This is an optimization exercise on Yosys and OpenROAD, whose aim is small area, a short achievable clock period and few clock cycles, not a production implementation. Only simulation tests tie the RTL to the original design; equivalence was not proved.

===== flow/run.sh =====
#!/bin/bash
# synth_recipe.tcl (not shown) runs the flow's synth.tcl, then flattens the netlist and writes it again
# the make line also repeats each setting of config.mk as NAME=value (left out here)
make -C /OpenROAD-flow-scripts/flow DESIGN_CONFIG=/design/flow/config.mk WORK_HOME=/design/flow/orfs CLKGATE_MAP_FILE= SYNTH_SCRIPT=/design/flow/synth_recipe.tcl finish

===== flow/design.v =====
module tpu_top #(
    parameter int N      = 4,
    parameter int DATA_W = 8,
    parameter int ACC_W  = 32
) (
    input  logic                    clk,
    input  logic                    rst,
    input  logic                    start,
    input  logic [N*DATA_W-1:0]     act_data,
    input  logic [N*DATA_W-1:0]     weight_data,
    output logic                    done,
    output logic                    output_valid,
    output logic [N*N*ACC_W-1:0]    result
);
    localparam int CNT_W  = $clog2(3 * N);
    localparam int PROD_W = 2 * DATA_W;
    localparam logic [2:0] IDLE    = 3'd0;
    localparam logic [2:0] LOAD_W  = 3'd1;
    localparam logic [2:0] LOAD_A  = 3'd2;
    localparam logic [2:0] COMPUTE = 3'd3;
    localparam logic [2:0] DONE    = 3'd4;
    logic [2:0]                 state_q, state_d;
    logic [CNT_W-1:0]           cnt_q, cnt_d;
    logic                       done_q, done_d;
    logic                       valid_q, valid_d;
    logic [N*N*DATA_W-1:0]      w_q, abuf_q, a_q;
    logic [N*N*ACC_W-1:0]       p_q, res_q;
    logic [N*N*DATA_W-1:0]      a_in;
    logic [N*N*ACC_W-1:0]       p_in;
    wire in_load_w  = (state_q == LOAD_W);
    wire in_load_a  = (state_q == LOAD_A);
    wire in_compute = (state_q == COMPUTE);
    always_comb begin
        for (int k = 0; k < N; k++) begin
            a_in[(k*N)*DATA_W +: DATA_W] = '0;
            for (int i = 0; i < N; i++) begin
                if (cnt_q == (i + k)) begin
                    a_in[(k*N)*DATA_W +: DATA_W] = abuf_q[(i*N+k)*DATA_W +: DATA_W];
                end
            end
            for (int j = 1; j < N; j++) begin
                a_in[(k*N+j)*DATA_W +: DATA_W] = a_q[(k*N+j-1)*DATA_W +: DATA_W];
            end
        end
        for (int j = 0; j < N; j++) begin
            p_in[j*ACC_W +: ACC_W] = '0;
            for (int k = 1; k < N; k++) begin
                p_in[(k*N+j)*ACC_W +: ACC_W] = p_q[((k-1)*N+j)*ACC_W +: ACC_W];
            end
        end
    end
    always_comb begin
        state_d = state_q;
        cnt_d   = cnt_q;
        done_d  = 1'b0;
        valid_d = valid_q;
        case (state_q)
            IDLE: begin
                if (start) begin
                    state_d = LOAD_W;
                    cnt_d   = '0;
                end
            end
            LOAD_W: begin
                if (cnt_q == (N - 1)) begin
                    cnt_d   = '0;
                    state_d = LOAD_A;
                end else begin
                    cnt_d = cnt_q + 1'b1;
                end
            end
            LOAD_A: begin
                if (cnt_q == (N - 1)) begin
                    cnt_d   = '0;
                    state_d = COMPUTE;
                end else begin
                    cnt_d = cnt_q + 1'b1;
                end
            end
            COMPUTE: begin
                if (cnt_q == (3 * N - 2)) begin
                    cnt_d   = '0;
                    state_d = DONE;
                    done_d  = 1'b1;
                    valid_d = 1'b1;
                end else begin
                    cnt_d = cnt_q + 1'b1;
                end
            end
            DONE: begin
                if (start) begin
                    state_d = LOAD_W;
                    cnt_d   = '0;
                    valid_d = 1'b0;
                end
            end
            default: state_d = IDLE;
        endcase
    end
    always_ff @(posedge clk) begin
        if (rst) begin
            state_q <= IDLE;
            cnt_q   <= '0;
            done_q  <= 1'b0;
            valid_q <= 1'b0;
        end else begin
            state_q <= state_d;
            cnt_q   <= cnt_d;
            done_q  <= done_d;
            valid_q <= valid_d;
        end
    end
    genvar r, c;
    generate
        for (r = 0; r < N; r = r + 1) begin : g_row
            for (c = 0; c < N; c = c + 1) begin : g_col
                localparam int E = r * N + c;
                wire signed [DATA_W-1:0] a_el = a_in[E*DATA_W +: DATA_W];
                wire signed [DATA_W-1:0] w_el = w_q[E*DATA_W +: DATA_W];
                wire signed [PROD_W-1:0] prod = a_el * w_el;
                wire        [ACC_W-1:0]  mac  = p_in[E*ACC_W +: ACC_W]
                                              + {{(ACC_W-PROD_W){prod[PROD_W-1]}}, prod};
                wire        [ACC_W-1:0]  bot  = p_q[((N-1)*N+c)*ACC_W +: ACC_W];
                wire        [ACC_W-1:0]  post = bot;
                always_ff @(posedge clk) begin
                    if (rst) begin
                        w_q[E*DATA_W +: DATA_W] <= '0;
                    end else if (in_load_w && cnt_q == r) begin
                        w_q[E*DATA_W +: DATA_W] <= weight_data[c*DATA_W +: DATA_W];
                    end
                end
                always_ff @(posedge clk) begin
                    if (rst) begin
                        abuf_q[E*DATA_W +: DATA_W] <= '0;
                    end else if (in_load_a && cnt_q == r) begin
                        abuf_q[E*DATA_W +: DATA_W] <= act_data[c*DATA_W +: DATA_W];
                    end
                end
                always_ff @(posedge clk) begin
                    if (rst || !in_compute) begin
                        a_q[E*DATA_W +: DATA_W] <= '0;
                        p_q[E*ACC_W +: ACC_W]   <= '0;
                    end else begin
                        a_q[E*DATA_W +: DATA_W] <= a_in[E*DATA_W +: DATA_W];
                        p_q[E*ACC_W +: ACC_W]   <= mac;
                    end
                end
                always_ff @(posedge clk) begin
                    if (rst) begin
                        res_q[E*ACC_W +: ACC_W] <= '0;
                    end else if (in_compute && cnt_q == (r + c + N)) begin
                        res_q[E*ACC_W +: ACC_W] <= post;
                    end
                end
            end
        end
    endgenerate
    assign result       = res_q;
    assign done         = done_q;
    assign output_valid = valid_q;
endmodule

===== flow/constraint.sdc =====
create_clock -name core_clock -period 10.0 [get_ports {clk}]
set_input_delay 2.0000 -clock core_clock [delete_from_list [all_inputs] [get_ports {clk}]]
set_output_delay 2.0000 -clock core_clock [all_outputs]
set_load 0.01 [all_outputs]

===== flow/config.mk =====
export PLATFORM = sky130hd
export DESIGN_NAME = tpu_top
export DESIGN_NICKNAME = tpu_top
export VERILOG_FILES = /design/flow/design.v
export SDC_FILE = /design/flow/constraint.sdc
export NUM_CORES = 4
export LEC_CHECK = 0
export CAP_MARGIN = 20
export CORE_MARGIN = 2
export CORE_UTILIZATION = 40
export SLEW_MARGIN = 20

==> report_table.html, run 1 <==
<table>
<tr><th>Metric</th><th>Value</th></tr>
<tr><th colspan="2">Synth</th></tr>
<tr><td>Post-synthesis cell count</td><td>10200</td></tr>
<tr><td>Top cells by area in the synthesized netlist</td><td>sky130_fd_sc_hd__dfxtp_1 28%, sky130_fd_sc_hd__fa_1 22%, sky130_fd_sc_hd__ha_1 9.9%</td></tr>
<tr><td>Post-synth top area cell</td><td>sky130_fd_sc_hd__dfxtp_1</td></tr>
<tr><td>Number of synthesized flops with an enable pin</td><td>0</td></tr>
<tr><td>Fraction of registers with async set/reset</td><td>0</td></tr>
<tr><td>Sequential area share after synthesis</td><td>0.284</td></tr>
<tr><td>Synthesis Warnings</td><td>1</td></tr>
<tr><td>Net count after synthesis</td><td>12000</td></tr>
<tr><td>Post-synth top area share</td><td>0.284</td></tr>
<tr><td>Combined area of all synthesized cells</td><td>89000 µm²</td></tr>
<tr><td>Number of distinct library cells after synthesis</td><td>70</td></tr>
<tr><td>Synth Register Bits</td><td>1261</td></tr>
<tr><td>Most frequently used flop master after synthesis</td><td>sky130_fd_sc_hd__dfxtp_1</td></tr>
<tr><td>Mean instance size in the synthesized netlist</td><td>8.71 µm²</td></tr>
<tr><th colspan="2">Final layout</th></tr>
<tr><td>Ratio of cells with drive above 1 in the final layout</td><td>0.0325</td></tr>
<tr><td>Area growth syn-to-layout</td><td>15.4%</td></tr>
<tr><td>Post-layout net count</td><td>12400</td></tr>
<tr><th colspan="2">Critical path</th></tr>
<tr><td>Total buffers and inverters traversed by the critical path</td><td>6</td></tr>
<tr><td>Cell with the largest stage delay on the worst path</td><td>sky130_fd_sc_hd__a21oi_1</td></tr>
<tr><td>Highest net fanout along the worst path</td><td>25</td></tr>
<tr><td>Worst setup path class</td><td>reg2reg</td></tr>
<tr><td>Critical path's largest stage delay</td><td>0.69 ns</td></tr>
<tr><td>CP Data Arrival Time</td><td>between 9 and 10 ns</td></tr>
<tr><td>Critical path data required time</td><td>10.69 ns</td></tr>
<tr><td>Family with the most delay on the worst path</td><td>compound AO/OA/AOI/OAI gates</td></tr>
<tr><td>Kind of end point of the critical path</td><td>flip-flop</td></tr>
<tr><td>Startpoint kind of the worst setup timing path</td><td>flip-flop</td></tr>
<tr><th colspan="2">Global routing</th></tr>
<tr><td>Global-route wire length before repair</td><td>381000 µm</td></tr>
<tr><td>Antenna violations before repair</td><td>12</td></tr>
<tr><td>Via count of the first global-routing pass</td><td>68000</td></tr>
<tr><td>Aggregate global-route resource usage</td><td>0.211</td></tr>
<tr><td>Congestion Overflow GR</td><td>0</td></tr>
<tr><td>Largest net degree at the start of global routing</td><td>161</td></tr>
<tr><th colspan="2">Timing</th></tr>
<tr><td>Fin. max-slew vios</td><td>0</td></tr>
<tr><td>Setup repair after global routing missed its margin</td><td>false</td></tr>
<tr><td>Clock skew</td><td>0.0424 ns</td></tr>
<tr><td>Final Hold Fails</td><td>0</td></tr>
<tr><td>Transition time at the pin with the least slew margin</td><td>approximately 1.1 ns</td></tr>
<tr><td>Shortest clock period the worst path allows after layout</td><td>9.16 ns</td></tr>
<tr><td>Setup violations, final</td><td>0</td></tr>
<tr><td>Total negative slack</td><td>0 ns</td></tr>
<tr><td>Fin worst setup slack</td><td>0.838 ns</td></tr>
<tr><td>Final clock period utilization by the worst path</td><td>0.916</td></tr>
<tr><td>Max-slew headroom</td><td>0.250</td></tr>
<tr><td>Highest achievable clock rate</td><td>109 MHz</td></tr>
<tr><th colspan="2">Detailed routing</th></tr>
<tr><td>Number of violations reported at the end of detailed-routing iteration 0</td><td>roughly 4200</td></tr>
<tr><td>Final WL</td><td>242000 µm</td></tr>
<tr><td>Total number of vias</td><td>67900</td></tr>
<tr><td>First-pass DRT Iterations</td><td>8</td></tr>
<tr><td>Post-DR wirelength/cell</td><td>17.6 µm</td></tr>
<tr><td>Remaining design rule violation count</td><td>0</td></tr>
<tr><td>DRT antenna net count</td><td>0</td></tr>
<tr><td>Ratio of routed vias to standard cells</td><td>4.95</td></tr>
<tr><th colspan="2">Hold path</th></tr>
<tr><td>Class of the tightest hold or removal check</td><td>reg2reg</td></tr>
<tr><th colspan="2">Placement</th></tr>
<tr><td>Total of buffers placed on input and output ports</td><td>580</td></tr>
<tr><td>Total half-perimeter wirelength after legalization and detailed placement</td><td>188000 µm</td></tr>
<tr><td>Weighted congestion at the end of routability-driven global placement</td><td>0.857</td></tr>
<tr><td>Pre-CTS WS</td><td>0.921 ns</td></tr>
<tr><th colspan="2">Clock network</th></tr>
<tr><td>H-tree depth reported by CTS</td><td>4</td></tr>
<tr><td>Quantity of gates resized following cts</td><td>0</td></tr>
<tr><td>CTS Sinks</td><td>1261</td></tr>
<tr><td>Clock latency on the worst-skew pair</td><td>0.82 ns</td></tr>
<tr><td>Postcts setup bufs</td><td>0</td></tr>
<tr><td>Clock-pin transition on the worst setup and hold timing paths</td><td>about 0.06 ns</td></tr>
<tr><td>Number of buffers created by CTS</td><td>145</td></tr>
<tr><td>Maximum clock insertion buffer count</td><td>3</td></tr>
<tr><td>Clock Root Buffer</td><td>sky130_fd_sc_hd__clkbuf_16</td></tr>
<tr><td>Clock tree from TritonCTS</td><td>built</td></tr>
<tr><td>Hold_buf cts</td><td>0</td></tr>
<tr><th colspan="2">Status</th></tr>
<tr><td>Outcome</td><td>timing/DRC/antenna clean</td></tr>
<tr><th colspan="2">Die</th></tr>
<tr><td>Effective utilization at floorplan</td><td>0.402</td></tr>
<tr><td>Die area</td><td>226000 µm²</td></tr>
<tr><td>Die X</td><td>approximately 480 µm</td></tr>
<tr><td>Die height</td><td>approximately 480 µm</td></tr>
<tr><td>Core Region</td><td>about 220000 µm²</td></tr>
<tr><td>Boundary pin count</td><td>581</td></tr>
<tr><td>Count of standard-cell rows</td><td>roughly 170</td></tr>
<tr><th colspan="2">Run</th></tr>
<tr><td>Max capacitance violation total</td><td>0</td></tr>
</table>
[cells in the final DEF (no fill, tap or decap), types with 24 or more instances in the layout]
cell	synthesis	final
sky130_fd_sc_hd__a21o_1	99	99
sky130_fd_sc_hd__a21oi_1	1022	1022
sky130_fd_sc_hd__and2_1	687	685
sky130_fd_sc_hd__buf_4	0	48
sky130_fd_sc_hd__clkbuf_16	0	145
sky130_fd_sc_hd__clkbuf_8	0	36
sky130_fd_sc_hd__clkdlybuf4s50_1	0	579
sky130_fd_sc_hd__dfxtp_1	1261	1261
sky130_fd_sc_hd__fa_1	972	972
sky130_fd_sc_hd__ha_1	703	703
sky130_fd_sc_hd__inv_1	1306	1306
sky130_fd_sc_hd__nand2_1	2008	2004
sky130_fd_sc_hd__nand2b_1	132	131
sky130_fd_sc_hd__nand3_1	46	44
sky130_fd_sc_hd__nor2_1	419	414
sky130_fd_sc_hd__nor2b_1	88	88
sky130_fd_sc_hd__nor3_1	93	89
sky130_fd_sc_hd__o21ai_0	145	145
sky130_fd_sc_hd__o21bai_1	61	61
sky130_fd_sc_hd__or3_1	24	24
sky130_fd_sc_hd__xnor2_1	286	286
sky130_fd_sc_hd__xor2_1	123	123
[registers in the layout, summed over array words and instances, names as in the netlist]
signal and flops:
abuf_q 128, cnt_q 4, done_q 1, g_row.g_col.a_el 96
p_q 388, res_q 512, state_q 3, valid_q 1
w_q 128
[path summary, 6_finish.rpt]
kind,start,end,slack (ns),cells after the start
setup / recovery,cnt_q[2],p_q[414],0.84,33
hold / removal,res_q[246],res_q[246],0.45,2
setup reg to reg,cnt_q[2],p_q[414],0.84,33
hold reg to reg,res_q[246],res_q[246],0.45,2
[synthesized netlist by cell type (19+ instances only)]
master	n
sky130_fd_sc_hd__and3_1	19
sky130_fd_sc_hd__xnor2_1	286
sky130_fd_sc_hd__nand3_1	46
sky130_fd_sc_hd__nor2b_1	88
sky130_fd_sc_hd__xor2_1	123
sky130_fd_sc_hd__o21bai_1	61
sky130_fd_sc_hd__nor2_1	419
sky130_fd_sc_hd__fa_1	972
sky130_fd_sc_hd__o21a_1	20
sky130_fd_sc_hd__and2_1	687
sky130_fd_sc_hd__nor3_1	93
sky130_fd_sc_hd__o21ai_1	21
sky130_fd_sc_hd__or3_1	24
sky130_fd_sc_hd__a21o_1	99
sky130_fd_sc_hd__a21oi_1	1022
sky130_fd_sc_hd__a211oi_1	22
sky130_fd_sc_hd__ha_1	703
sky130_fd_sc_hd__a31oi_1	23
sky130_fd_sc_hd__buf_1	25
sky130_fd_sc_hd__inv_1	1306
sky130_fd_sc_hd__dfxtp_1	1261
sky130_fd_sc_hd__o21ai_0	145
sky130_fd_sc_hd__o41ai_1	22
sky130_fd_sc_hd__clkbuf_1	361
sky130_fd_sc_hd__nand2b_1	132
sky130_fd_sc_hd__nand2_1	2008
[layer usage]
layer	GRT usage	part of all wire	vias up
met2	0.348	0.46	1531
met3	0.0266	0.051	277
met5	0	0	-
li1	-	-	33000
met1	0.294	0.47	33100
met4	0.0518	0.021	0
[logic make-up (layout without fill, tap and decap cells)]
logic type | Yosys count | count (layout) | share of synthesized area
simple gates | 3586 | 3586 | 0.183
buf+inv | 1692 | 2201 | 0.0713
xor+xnor | 410 | 410 | 0.0404
flops | 1261 | 1261 | 0.284
compound gates | 1590 | 1590 | 0.104
mux | 8 | 8 | 0.000914
other cells | 0 | 8 | 0
fa+ha+maj | 1675 | 1675 | 0.317
[worst reg2reg max path: cells and delay by family, from the launching register on]
family | cells | cell delay [ns]
xor+xnor | 2 | 0.28
compound gates | 12 | 2.96
flops | 1 | 0.43
buf+inv | 6 | 0.73
simple gates | 7 | 1.94
fa+ha+maj | 6 | 2.71
[layout make-up]
type	instances	area, µm²
Clock buffer	204	4210
Multi-Input combinational cell	7269	57600
Clock inverter	61	897
Fill cell	21400	119000
Inverter	1306	4900
Antenna cell	8	20.0
Tap cell	2975	3720
Sequential cell	1261	25200
Timing Repair Buffer	630	6210
[through the flow]
step	utilization	cell area [µm²]	instances	hold slack, ns
floorplan	-	89000	10200	0.433
global placement	0.440	97600	13400	0.438
detailed placement	0.440	97600	13400	0.444
CTS	0.463	103000	13700	0.453
global route	0.464	103000	13700	0.465
finish	0.464	103000	13700	0.451
Testbench counts, summed over its fixed seeds: cycles 6,400.
==> run 2, diff against run 1 <==
==> flow/design.v (replaced) <==
module tpu_top (
    input  logic           clk,
    input  logic           rst,
    input  logic           start,
    input  logic [31:0]    act_data,
    input  logic [31:0]    weight_data,
    output logic           done,
    output logic           output_valid,
    output logic [511:0]   result
);
    localparam int RW = 18;   
    logic        busy_q, valid_q, done_q;
    logic [3:0]  cnt_q;
    logic [127:0] b_q;        
    logic [31:0]  a_q;        
    logic [4*4*RW-1:0] res_q;   
    wire accept = start && !busy_q;
    wire load_b = busy_q && (cnt_q < 4'd4);
    wire shift_c = busy_q && (cnt_q >= 4'd5) && (cnt_q <= 4'd8);
    wire last   = busy_q && (cnt_q == 4'd8);
    always_ff @(posedge clk) begin
        if (rst) begin
            busy_q  <= 1'b0;
            valid_q <= 1'b0;
            done_q  <= 1'b0;
            cnt_q   <= '0;
        end else begin
            done_q <= last;
            if (accept) begin
                busy_q  <= 1'b1;
                valid_q <= 1'b0;
                cnt_q   <= '0;
            end else if (busy_q) begin
                cnt_q <= cnt_q + 1'b1;
                if (last) begin
                    busy_q  <= 1'b0;
                    valid_q <= 1'b1;
                end
            end
        end
    end
    always_ff @(posedge clk) begin
        a_q <= act_data;
        if (load_b) b_q <= {weight_data, b_q[127:32]};
    end
    logic [4*RW-1:0] row_c;
    genvar gj, gk;
    generate
        for (gj = 0; gj < 4; gj++) begin : g_col
            wire signed [15:0] prod [4];
            for (gk = 0; gk < 4; gk++) begin : g_k
                wire signed [7:0] a_el = a_q[gk*8 +: 8];
                wire signed [7:0] b_el = b_q[gk*32 + gj*8 +: 8];
                assign prod[gk] = a_el * b_el;
            end
            wire signed [RW-1:0] s = prod[0] + prod[1] + prod[2] + prod[3];
            assign row_c[gj*RW +: RW] = s;
        end
    endgenerate
    always_ff @(posedge clk) begin
        if (shift_c) res_q <= {row_c, res_q[4*4*RW-1:4*RW]};
    end
    always_comb begin
        for (int e = 0; e < 16; e++)
            result[e*32 +: 32] = {{(32-RW){res_q[e*RW+RW-1]}}, res_q[e*RW +: RW]};
    end
    assign done         = done_q;
    assign output_valid = valid_q;
endmodule
==> run 2 against run 1 <==
  * Still clean
  * Count of clock-buffer cells in the layout fell by 134
  * Sequential share of layout area fell by 4.9 points
  * Worst hold slack got worse by 0.019 ns
  * Design area fell by 34%
  * First-iteration DRC count fell by 55%
  * Via count fell by 48%
  * Final cell count fell by 44%
==> report_table.html, run 2 <==
<table>
<tr><th>Metric</th><th>Value</th></tr>
<tr><th colspan="2">Detailed routing</th></tr>
<tr><td>DRT antenna net count</td><td>0 (unchanged)</td></tr>
<tr><td>First-pass DRT Iterations</td><td>6 (was 8)</td></tr>
<tr><td>Number of violations reported at the end of detailed-routing iteration 0</td><td>1864 (was 4164)</td></tr>
<tr><td>Total number of vias</td><td>35500 (was 67900)</td></tr>
<tr><td>Remaining design rule violation count</td><td>0 (unchanged)</td></tr>
<tr><td>Post-DR wirelength/cell</td><td>18.5 µm (was 17.6 µm)</td></tr>
<tr><td>Ratio of routed vias to standard cells</td><td>4.67 (was 4.95)</td></tr>
<tr><td>Final WL</td><td>141000 µm (was 242000 µm)</td></tr>
<tr><th colspan="2">Timing</th></tr>
<tr><td>Max-slew headroom</td><td>0.197 (was 0.250)</td></tr>
<tr><td>Shortest clock period the worst path allows after layout</td><td>7.85 ns (was 9.16 ns)</td></tr>
<tr><td>Fin worst setup slack</td><td>2.15 ns (was 0.838 ns)</td></tr>
<tr><td>Setup violations, final</td><td>0 (unchanged)</td></tr>
<tr><td>Final clock period utilization by the worst path</td><td>0.785 (was 0.916)</td></tr>
<tr><td>Highest achievable clock rate</td><td>127 MHz (was 109 MHz)</td></tr>
<tr><td>Setup repair after global routing missed its margin</td><td>false (unchanged)</td></tr>
<tr><td>Worst hold slack across all endpoints</td><td>0.432 ns (was 0.451 ns)</td></tr>
<tr><td>Clock skew</td><td>0.0307 ns (was 0.0424 ns)</td></tr>
<tr><td>Transition time at the pin with the least slew margin</td><td>1.20 ns (was 1.12 ns)</td></tr>
<tr><td>Total negative slack</td><td>0 ns (unchanged)</td></tr>
<tr><td>Fin. max-slew vios</td><td>0 (unchanged)</td></tr>
<tr><td>Final Hold Fails</td><td>0 (unchanged)</td></tr>
<tr><th colspan="2">Critical path</th></tr>
<tr><td>FF-to-FF setup slack</td><td>2.15 ns (was 0.84 ns)</td></tr>
<tr><td>Worst setup path class</td><td>reg2reg (unchanged)</td></tr>
<tr><td>Highest net fanout along the worst path</td><td>18 (was 25)</td></tr>
<tr><td>Kind of end point of the critical path</td><td>flip-flop (unchanged)</td></tr>
<tr><td>Startpoint kind of the worst setup timing path</td><td>flip-flop (unchanged)</td></tr>
<tr><td>CP Data Arrival Time</td><td>8.29 ns (was 9.86 ns)</td></tr>
<tr><td>Critical path data required time</td><td>10.44 ns (was 10.69 ns)</td></tr>
<tr><th colspan="2">Final layout</th></tr>
<tr><td>Most frequent cells in the layout</td><td>1470 x sky130_fd_sc_hd__inv_1, 1272 x sky130_fd_sc_hd__fa_1, 580 x sky130_fd_sc_hd__clkdlybuf4s50_1 (was 2004 x sky130_fd_sc_hd__nand2_1, 1306 x sky130_fd_sc_hd__inv_1, 1261 x sky130_fd_sc_hd__dfxtp_1)</td></tr>
<tr><td>Max reg flops</td><td>288 (was 512)</td></tr>
<tr><td>Ratio of cells with drive above 1 in the final layout</td><td>0.0261 (was 0.0325)</td></tr>
<tr><td>Area growth syn-to-layout</td><td>14.3% (was 15.4%)</td></tr>
<tr><td>Post-layout net count</td><td>7363 (was 12400)</td></tr>
<tr><td>Commonest non-fill, non-tap cell in the layout</td><td>sky130_fd_sc_hd__inv_1 (was sky130_fd_sc_hd__nand2_1)</td></tr>
<tr><td>Reg with most FFs</td><td>res_q (unchanged)</td></tr>
<tr><td>Registers with the most flip-flops</td><td>res_q: 288 flops, b_q: 128 flops, a_q: 32 flops (was res_q: 512 flops, p_q: 388 flops)</td></tr>
<tr><th colspan="2">Placement</th></tr>
<tr><td>Total of buffers placed on input and output ports</td><td>580 (unchanged)</td></tr>
<tr><td>Weighted congestion at the end of routability-driven global placement</td><td>0.849 (was 0.857)</td></tr>
<tr><td>Pre-CTS WS</td><td>2.17 ns (was 0.921 ns)</td></tr>
<tr><td>Total half-perimeter wirelength after legalization and detailed placement</td><td>113000 µm (was 188000 µm)</td></tr>
<tr><th colspan="2">Synth</th></tr>
<tr><td>Fraction of registers with async set/reset</td><td>0 (unchanged)</td></tr>
<tr><td>Synth Register Bits</td><td>455 (was 1261)</td></tr>
<tr><td>Post-synthesis cell count</td><td>5286 (was 10200)</td></tr>
<tr><td>Synthesis Warnings</td><td>1 (unchanged)</td></tr>
<tr><td>Combined area of all synthesized cells</td><td>59100 µm² (was 89000 µm²)</td></tr>
<tr><td>Post-synth top area cell</td><td>sky130_fd_sc_hd__fa_1 (was sky130_fd_sc_hd__dfxtp_1)</td></tr>
<tr><td>Dominant cell by count in the synthesized netlist</td><td>sky130_fd_sc_hd__inv_1 (was sky130_fd_sc_hd__nand2_1)</td></tr>
<tr><td>Number of distinct library cells after synthesis</td><td>53 (was 70)</td></tr>
<tr><td>Mean instance size in the synthesized netlist</td><td>11.2 µm² (was 8.71 µm²)</td></tr>
<tr><td>Sequential area share after synthesis</td><td>0.225 (was 0.284)</td></tr>
<tr><td>Most frequently used flop master after synthesis</td><td>sky130_fd_sc_hd__edfxtp_1 (was sky130_fd_sc_hd__dfxtp_1)</td></tr>
<tr><td>Top cells by area in the synthesized netlist</td><td>sky130_fd_sc_hd__fa_1 43%, sky130_fd_sc_hd__edfxtp_1 21%, sky130_fd_sc_hd__inv_1 9.3% (was sky130_fd_sc_hd__dfxtp_1 28%, sky130_fd_sc_hd__fa_1 22%, sky130_fd_sc_hd__ha_1 9.9%)</td></tr>
<tr><td>Leading cell types by count after synthesis</td><td>1470 x sky130_fd_sc_hd__inv_1, 1272 x sky130_fd_sc_hd__fa_1, 563 x sky130_fd_sc_hd__and2_1, 416 x sky130_fd_sc_hd__edfxtp_1, 392 x sky130_fd_sc_hd__ha_1 (was 2008 x sky130_fd_sc_hd__nand2_1, 1306 x sky130_fd_sc_hd__inv_1, 1261 x sky130_fd_sc_hd__dfxtp_1, 1022 x sky130_fd_sc_hd__a21oi_1, 972 x sky130_fd_sc_hd__fa_1)</td></tr>
<tr><td>Number of synthesized flops with an enable pin</td><td>416 (was 0)</td></tr>
<tr><td>Post-synth top area share</td><td>0.431 (was 0.284)</td></tr>
<tr><td>Net count after synthesis</td><td>7017 (was 12000)</td></tr>
<tr><th colspan="2">Global routing</th></tr>
<tr><td>Aggregate global-route resource usage</td><td>0.195 (was 0.211)</td></tr>
<tr><td>Congestion Overflow GR</td><td>0 (unchanged)</td></tr>
<tr><td>Antenna violations before repair</td><td>10 (was 12)</td></tr>
<tr><td>Largest net degree at the start of global routing</td><td>145 (was 161)</td></tr>
<tr><td>Global-route wire length before repair</td><td>227000 µm (was 381000 µm)</td></tr>
<tr><td>Via count of the first global-routing pass</td><td>39800 (was 68000)</td></tr>
<tr><th colspan="2">Clock network</th></tr>
<tr><td>Postcts setup bufs</td><td>0 (unchanged)</td></tr>
<tr><td>Clock tree from TritonCTS</td><td>built (unchanged)</td></tr>
<tr><td>Hold_buf cts</td><td>0 (unchanged)</td></tr>
<tr><td>Quantity of gates resized following cts</td><td>0 (unchanged)</td></tr>
<tr><td>H-tree depth reported by CTS</td><td>2 (was 4)</td></tr>
<tr><td>Clock-pin transition on the worst setup and hold timing paths</td><td>0.06 ns (about the same)</td></tr>
<tr><td>Number of buffers created by CTS</td><td>59 (was 145)</td></tr>
<tr><td>Clock latency on the worst-skew pair</td><td>0.70 ns (was 0.82 ns)</td></tr>
<tr><td>CTS Sinks</td><td>455 (was 1261)</td></tr>
<tr><td>Clock Root Buffer</td><td>sky130_fd_sc_hd__clkbuf_16 (unchanged)</td></tr>
<tr><td>Maximum clock insertion buffer count</td><td>3 (unchanged)</td></tr>
<tr><th colspan="2">Die</th></tr>
<tr><td>Core Region</td><td>147000 µm² (was 222000 µm²)</td></tr>
<tr><td>Die height</td><td>388 µm (was 476 µm)</td></tr>
<tr><td>Die X</td><td>388 µm (was 476 µm)</td></tr>
<tr><td>Effective utilization at floorplan</td><td>0.401 (was 0.402)</td></tr>
<tr><td>Boundary pin count</td><td>581 (unchanged)</td></tr>
<tr><td>Count of standard-cell rows</td><td>141 (was 173)</td></tr>
<tr><td>Die area</td><td>151000 µm² (was 226000 µm²)</td></tr>
<tr><th colspan="2">Hold path</th></tr>
<tr><td>Class of the tightest hold or removal check</td><td>reg2reg (unchanged)</td></tr>
<tr><th colspan="2">Run</th></tr>
<tr><td>Max capacitance violation total</td><td>0 (unchanged)</td></tr>
<tr><th colspan="2">Status</th></tr>
<tr><td>Outcome</td><td>timing/DRC/antenna clean (unchanged)</td></tr>
</table>
## run 2: critical path, cell delays in order, from the launching register on
cell	delay, ns
sky130_fd_sc_hd__dfxtp_1	0.91
sky130_fd_sc_hd__buf_4	0.35
sky130_fd_sc_hd__nand2_1	0.19
sky130_fd_sc_hd__fa_1	0.64
sky130_fd_sc_hd__inv_1	0.14
sky130_fd_sc_hd__fa_1	0.54
sky130_fd_sc_hd__fa_1	0.46
sky130_fd_sc_hd__fa_1	0.59
sky130_fd_sc_hd__fa_1	0.44
sky130_fd_sc_hd__fa_1	0.46
sky130_fd_sc_hd__fa_1	0.50
sky130_fd_sc_hd__inv_1	0.05
sky130_fd_sc_hd__fa_1	0.47
sky130_fd_sc_hd__inv_1	0.05
sky130_fd_sc_hd__ha_1	0.35
sky130_fd_sc_hd__a21o_1	0.20
sky130_fd_sc_hd__a21o_1	0.20
sky130_fd_sc_hd__or3_4	0.36
sky130_fd_sc_hd__a211oi_4	0.26
sky130_fd_sc_hd__nor3_1	0.09
sky130_fd_sc_hd__or3b_1	0.34
## run 2: worst paths after layout
check / start / to / depth (start not counted)
worst max-delay path: a_q[23] / res_q[250] / 20
worst max register to register: a_q[23] / res_q[250] / 20
worst min-delay path: res_q[231] / res_q[159] / 0
worst min register to register: res_q[231] / res_q[159] / 0
## run 2: cell families after synthesis
family / share of synthesized area
compound gates: 0.0148
flops: 0.225
xor+xnor: 0.0182
simple gates: 0.0994
fa+ha+maj: 0.514
mux: 0.000550
buf+inv: 0.129
## run 2: layout make-up
type	count	area, µm²
fill	13600	79700
inverter	1470	5520
antenna	3	7.51
clock buffer	70	1530
clock inverter	39	487
tap	1930	2410
sequential	455	13300
multi-input combinational	3027	38200
timing repair buffer	619	6110
## run 2: per-layer routing
metal	part of all wire	global-route usage	up-vias	wire length (µm)
li1	-	-	15900	-
met1	0.41	0.256	18500	57100
met2	0.51	0.335	954	71300
met3	0.056	0.0276	184	7850
met4	0.030	0.0566	0	4260
met5	0	0	-	0
## run 2: per-stage QoR
step / cell area [µm²] / util / cells
after detailed placement: 65600 / 0.445 / 7501
final: 67600 / 0.459 / 7613
after global routing: 67600 / 0.459 / 7610
after global placement: 65600 / 0.445 / 7501
after CTS: 67600 / 0.459 / 7610
after floorplan: 59100 / - / 5286
Testbench counts of run 2, summed over its fixed seeds: cycles 3,200.

[what the ideal ports hide]
The flow's constraints put no driver on any port. The routed layouts listed below were extracted and timed again, unchanged, in two steps.
Step 1 assumes that a clkbuf_16 drives the clock port and a buf_2 every other input.
Step 2 moves the port delays by t, midway between the first and last clock arrival at a register: inputs arrive t later, outputs are due t later. That takes back most of the time a late clock gives input paths.
Three values: ideal ports, drivers, drivers and shift; two values: the first two.
run	t (ns)	setup slack, ns	worst register clock-pin slew, ns	worst slew at a driven data input, ns	pins driven straight from the clock port
run 1	0.888	0.838 / 0.838 / 0.838	0.07 / 0.07	0.26	1
run 2	0.760	2.150 / 2.150 / 2.150	0.07 / 0.07	0.09	1
After both steps setup and hold are still met in every run listed.
